Source: an optimization exercise on an open RTL-to-GDS flow (aim: small area). Production flows keep margins and buffers that such runs may drop.
Only simulation tests tie the RTL to the original design; equivalence was not proved.
No driver is modelled on the clock port, so clocking that relies on it looks cheaper here than on a real chip.
No activity file was given, so power comes from the tool's default toggle rates.

Setup of tundra:
Design rf_top, start of the top module:
module rf_top #(
  parameter bit RV32E = 1'b0
) (
  input  logic                          clk_i,
  input  logic                          rst_ni,
  input  logic                          fetch_enable_i,
  input  logic                          core_busy_i,
  input  logic                          debug_req_i,
  input  logic                          irq_pending_i,
  input  logic                          irq_nm_i,
  input  logic [rf_pkg::NumIrqFast-1:0] irq_fast_i,
  input  logic                          we_i,
  input  rf_pkg::reg_addr_t             waddr_i,
  input  rf_pkg::reg_data_t             wdata_i,
  input  rf_pkg::reg_addr_t             raddr_a_i,
  output rf_pkg::reg_data_t             rdata_a_o,
  input  rf_pkg::reg_addr_t             raddr_b_i,
  output rf_pkg::reg_data_t             rdata_b_o,
  output logic                          core_sleep_o
);
  logic clock_en;
  rf_clock_ctrl u_clock_ctrl (
    .clk_i          ( clk_i          ),
    .rst_ni         ( rst_ni         ),
    .fetch_enable_i ( fetch_enable_i ),
    .core_busy_i    ( core_busy_i    ),
    .debug_req_i    ( debug_req_i    ),
    .irq_pending_i  ( irq_pending_i  ),
    .irq_nm_i       ( irq_nm_i       ),
    .irq_fast_i     ( irq_fast_i     ),
    .clock_en_o     ( clock_en       ),
    .core_sleep_o   ( core_sleep_o   )
  );
  rf_register_file #(
    .RV32E ( RV32E )
  ) u_register_file (
    .clk_i      ( clk_i     ),
    .rst_ni     ( rst_ni    ),
    .clock_en_i ( clock_en  ),
    .we_i       ( we_i      ),
    .waddr_i    ( waddr_i   ),
    .wdata_i    ( wdata_i   ),
    .raddr_a_i  ( raddr_a_i ),
    .rdata_a_o  ( rdata_a_o ),
    .raddr_b_i  ( raddr_b_i ),
    .rdata_b_o  ( rdata_b_o )
  );
endmodule
clock: 7.0 ns
lec_check: 0
cap_margin: 20
core_margin: 2
core_utilization: 50
slew_margin: 20
synth_hierarchical: 1
synth_minimum_keep_size: 0
standard.sh (not shown) runs the stock make flow with config.mk's settings and CLKGATE_MAP_FILE= SYNTH_SCRIPT=/design/flow/synth_recipe.tcl, a recipe that flattens the netlist after the stock synthesis.
==> flow/flow/run.sh <==
#!/bin/bash
# The standard layout, with small port buffers, a clock tree built from
# small clock buffers without dummy loads, and area recovery passes after
# CTS (post_cts.tcl). Everything else is the standard flow (standard.sh,
# which also runs the standard synthesis unchanged).
set -euo pipefail
export BUFFER_PORTS_ARGS="-buffer_cell sky130_fd_sc_hd__buf_1"
export CTS_ARGS="-sink_clustering_enable -repair_clock_nets -dont_use_dummy_load -buf_list {sky130_fd_sc_hd__clkbuf_8 sky130_fd_sc_hd__clkbuf_16} -root_buf sky130_fd_sc_hd__clkbuf_16 -sink_clustering_buffer sky130_fd_sc_hd__clkbuf_8 -sink_clustering_size 14 -sink_clustering_max_diameter 80"
export POST_CTS_TCL="$PWD/flow/post_cts.tcl"
bash standard.sh > standard.log 2>&1
==> flow/flow/post_cts.tcl <==
# Area recovery after CTS, in two passes. Placement is legalized afterwards;
# global routing's repairs follow.
#
# 1. An input port buffer whose only load is one more buffer: that buffer is
#    removed and the port buffer takes its size, so the port keeps a buffer.
# 2. A gate or buffer (not a clock buffer or register) whose output load is
#    under 30% of the max capacitance of the same function's smallest size is
#    swapped to that size.
source [file join [file dirname [info script]] mcap.tcl]
estimate_parasitics -placement
set n 0
foreach port [get_ports -filter "direction == input"] {
  set pnet [get_nets -quiet [get_full_name $port]]
  if {$pnet eq ""} { continue }
  set loads [get_pins -quiet -of $pnet -filter "direction == input"]
  if {[llength $loads] != 1} { continue }
  set pbuf [get_cells -of $loads]
  if {![string match "sky130_fd_sc_hd__buf_*" [get_property $pbuf ref_name]]} { continue }
  set n1 [get_nets -of [get_pins -of $pbuf -filter "direction == output"]]
  set l1 [get_pins -quiet -of $n1 -filter "direction == input"]
  if {[llength $l1] != 1} { continue }
  set b [get_cells -of $l1]
  set bref [get_property $b ref_name]
  if {![string match "sky130_fd_sc_hd__buf_*" $bref]} { continue }
  remove_buffers $b
  replace_cell $pbuf [get_lib_cells $bref]
  incr n
}
puts "post_cts: collapsed $n port buffer chains"
estimate_parasitics -placement
set n 0
set saved 0.0
foreach inst [get_cells *] {
  set ref [get_property $inst ref_name]
  if {![regexp {^(sky130_fd_sc_hd__[a-z0-9]+)_([0-9]+)$} $ref -> base drive]} { continue }
  if {$drive <= 1} { continue }
  if {[string match "*clk*" $base] || [string match "*df*" $base] || [string match "*dl*" $base]} { continue }
  set out [get_pins -of $inst -filter "direction == output"]
  if {[llength $out] != 1} { continue }
  set net [get_nets -of $out]
  if {$net eq ""} { continue }
  set cap [expr {[$net pin_capacitance [sta::cmd_scene] max] + [$net wire_capacitance [sta::cmd_scene] max]}]
  set cand ""
  foreach d {1 0} {
    if {[info exists ::mcap(${base}_$d)] && [get_lib_cells -quiet ${base}_$d] ne ""} {
      set cand ${base}_$d
      break
    }
  }
  if {$cand eq ""} { continue }
  if {$cap < 0.3 * $::mcap($cand) * 1e-12} {
    set a0 [get_property [get_lib_cells $ref] area]
    set a1 [get_property [get_lib_cells $cand] area]
    replace_cell $inst [get_lib_cells $cand]
    set saved [expr {$saved + $a0 - $a1}]
    incr n
  }
}
puts "post_cts: downsized $n cells, $saved um2"
detailed_placement
check_placement -verbose
estimate_parasitics -placement
report_worst_slack
report_check_types -max_slew -max_capacitance
Other scripts of this flow, unchanged in this note and not shown: flow/flow/mcap.tcl
#### Input delta (fjord over tundra)
--- a/flow/flow/run.sh
+++ b/flow/flow/run.sh
@@ -2,3 +2,3 @@
 # The standard layout, with small port buffers, a clock tree built from
-# small clock buffers without dummy loads, and area recovery passes after
+# small clock buffers without dummy loads, and an area recovery pass after
 # CTS (post_cts.tcl). Everything else is the standard flow (standard.sh,
==> flow/flow/post_cts.tcl <==
# Area recovery after CTS: a gate or buffer (not a clock buffer or register)
# whose output load is under 30% of the max capacitance of the same function's
# smallest size is swapped to that size. The smaller cell sits inside the old
# footprint, so placement stays legal; global routing's repairs follow.
source [file join [file dirname [info script]] mcap.tcl]
estimate_parasitics -placement
set n 0
set saved 0.0
foreach inst [get_cells *] {
  set ref [get_property $inst ref_name]
  if {![regexp {^(sky130_fd_sc_hd__[a-z0-9]+)_([0-9]+)$} $ref -> base drive]} { continue }
  if {$drive <= 1} { continue }
  if {[string match "*clk*" $base] || [string match "*df*" $base] || [string match "*dl*" $base]} { continue }
  set out [get_pins -of $inst -filter "direction == output"]
  if {[llength $out] != 1} { continue }
  set net [get_nets -of $out]
  if {$net eq ""} { continue }
  set cap [expr {[$net pin_capacitance [sta::cmd_scene] max] + [$net wire_capacitance [sta::cmd_scene] max]}]
  set cand ""
  foreach d {1 0} {
    if {[info exists ::mcap(${base}_$d)] && [get_lib_cells -quiet ${base}_$d] ne ""} {
      set cand ${base}_$d
      break
    }
  }
  if {$cand eq ""} { continue }
  if {$cap < 0.3 * $::mcap($cand) * 1e-12} {
    set a0 [get_property [get_lib_cells $ref] area]
    set a1 [get_property [get_lib_cells $cand] area]
    replace_cell $inst [get_lib_cells $cand]
    set saved [expr {$saved + $a0 - $a1}]
    incr n
  }
}
puts "post_cts: downsized $n cells, $saved um2"
estimate_parasitics -placement
report_worst_slack
report_check_types -max_slew -max_capacitance
==> notes.md <==
- The higher time the final worst path needs with I/O delays and setup of fjord and tundra is in fjord.
- The via count of the first global-routing pass on tundra is in line with that on fjord.
- [compare] base=tundra new=fjord: share of the final layout cell area in multi-input gates comparable, setup slack lower.
- tundra → fjord: post-layout utilization of the core held, final worst hold slack did not really move, maximum cell stage delay along the critical path +0.14 ns, antenna diode count went up 2.
- When fjord is set beside tundra, its met1 global-route usage turns out to be 0.18 points larger.
- First-pass GRT wire length: tundra vs fjord, no meaningful difference

========
== exp/willow ==
rf_top again, from the RTL that the note above started with.
export LEC_CHECK = 0
export CAP_MARGIN = 20
export CORE_MARGIN = 2
export CORE_UTILIZATION = 50
export SLEW_MARGIN = 20
export SYNTH_HIERARCHICAL = 1
export SYNTH_MINIMUM_KEEP_SIZE = 0
create_clock -name core_clock -period 7.0 [get_ports {clk_i}]
==> flow/flow/run.sh <==
#!/bin/bash
# The standard layout, with small port buffers and a clock tree built from
# small clock buffers without dummy loads. Everything else is the standard
# flow (standard.sh, which also runs the standard synthesis unchanged).
set -euo pipefail
export BUFFER_PORTS_ARGS="-buffer_cell sky130_fd_sc_hd__buf_1"
export CTS_ARGS="-sink_clustering_enable -repair_clock_nets -dont_use_dummy_load -buf_list {sky130_fd_sc_hd__clkbuf_8 sky130_fd_sc_hd__clkbuf_16} -root_buf sky130_fd_sc_hd__clkbuf_16 -sink_clustering_buffer sky130_fd_sc_hd__clkbuf_8 -sink_clustering_size 16 -sink_clustering_max_diameter 60"
bash standard.sh > standard.log 2>&1
Per the final summary, exp/willow finished and its layout is clean on timing, DRC and antenna.
The following lists how exp/ember was set up differently from exp/willow:
==> flow/run.sh (new file) <==
#!/bin/bash
# synth_recipe.tcl (not shown) runs the flow's synth.tcl, then flattens the netlist and writes it again
# the make line also repeats each setting of config.mk as NAME=value (left out here)
make -C /OpenROAD-flow-scripts/flow DESIGN_CONFIG=/design/flow/config.mk WORK_HOME=/design/flow/orfs CLKGATE_MAP_FILE= SYNTH_SCRIPT=/design/flow/synth_recipe.tcl finish
removed: flow/flow/run.sh
removed: flow/standard.sh
--- outcome ---
exp/ember: all stages complete, timing, DRC and antenna checks passed
Cell count | exp/ember above exp/willow
Taking exp/willow as the reference point, the clock latency on the worst-skew pair of exp/ember rises by 0.07 ns.
Compared with exp/willow, exp/ember shows a lower switching share of total power.
Delta (exp/ember minus exp/willow): number of register bits inferred by synthesis did not really move, met2 wire length went up.
exp/ember -> exp/willow: gate count after technology mapping flat
As far as final RePlAce weighted congestion is concerned, exp/ember and exp/willow perform about the same.
Changes observed in exp/ember relative to exp/willow: post-route clock period utilization increased by 8.9 points relative to the old numbers, count of inserted antenna diode cells decreased by 3 relative to the old numbers, total power rose by 2.3 mW, portion of total power attributed to combinational logic saw a decrease.
Relative to exp/ember, the following input files were edited for exp/onyx:
==> flow/flow/run.sh (new file) <==
#!/bin/bash
# The standard layout, with small port buffers and a clock tree built from
# small clock buffers without dummy loads. Everything else is the standard
# flow (standard.sh, which also runs the standard synthesis unchanged).
set -euo pipefail
export BUFFER_PORTS_ARGS="-buffer_cell sky130_fd_sc_hd__buf_1"
export CTS_ARGS="-sink_clustering_enable -repair_clock_nets -dont_use_dummy_load -buf_list {sky130_fd_sc_hd__clkbuf_4 sky130_fd_sc_hd__clkbuf_8}"
bash standard.sh > standard.log 2>&1
==> flow/standard.sh (new file) <==
#!/bin/bash
# synth_recipe.tcl (not shown) runs the flow's synth.tcl, then flattens the netlist and writes it again
# the make line also repeats each setting of config.mk as NAME=value (left out here)
make -C /OpenROAD-flow-scripts/flow DESIGN_CONFIG=/design/flow/config.mk WORK_HOME=/design/flow/orfs CLKGATE_MAP_FILE= SYNTH_SCRIPT=/design/flow/synth_recipe.tcl "${@:-finish}"
removed: flow/run.sh
[summary]
The flow did not stop early for exp/onyx: all stages ran, and the layout cleared the timing, DRC and antenna checks. On global routing usage summed across all routing layers, the higher figure sits with exp/ember, not exp/onyx. [exp/onyx] cell count after placement fell 15 relative to exp/ember. Taking exp/ember as the reference, in exp/onyx total half-perimeter wirelength after legalization and detailed placement went down; final net count climbed 1.9%. Lower global-route track usage on met3 was reported by exp/onyx, not exp/ember. As far as clock sink count goes, exp/ember and exp/onyx are indistinguishable; the numbers are identical. Comparing exp/ember and exp/onyx, the higher count of buffer and inverter cells on the critical path is on exp/ember.

==> afterwards: timing with drivers on the ports <==
The flow's constraints put no driver on any port. The routed layouts listed below were extracted and timed again, unchanged, in two steps.
Step 1 (the two cells are an assumption about what drives the block):
set clk [get_ports {clk_i}]
set_driving_cell -lib_cell sky130_fd_sc_hd__clkbuf_16 $clk
set_driving_cell -lib_cell sky130_fd_sc_hd__buf_2 [delete_from_list [all_inputs] $clk]
Step 2 adds t to the input delays and takes it off the output delays; t is the mean of the earliest and latest rising clock arrival at the registers after step 1. Input paths then give back, and output paths get back, about the clock's delay inside the block.
a / b / c = no drivers / after step 1 / after step 2; a / b = the first two.
run | t, ns | setup WS [ns] | worst setup path after step 2 | cell pins on the clock port's net
tundra | 0.676 | 1.214 / 1.185 / 1.185 | input to output | 1
fjord | 0.667 | 1.163 / 1.135 / 1.135 | input to output | 1
exp/willow | 0.671 | 1.163 / 1.135 / 1.135 | input to output | 1
exp/ember | 0.724 | 0.542 / 0.521 / 0.521 | input to output | 1
exp/onyx | 0.840 | 1.167 / 1.137 / 1.137 | input to output | 1
After both steps setup and hold are still met in every run listed. The setup slack of exp/onyx, which loses most, moves by -0.030 ns with the drivers and by -0.030 ns with both steps.
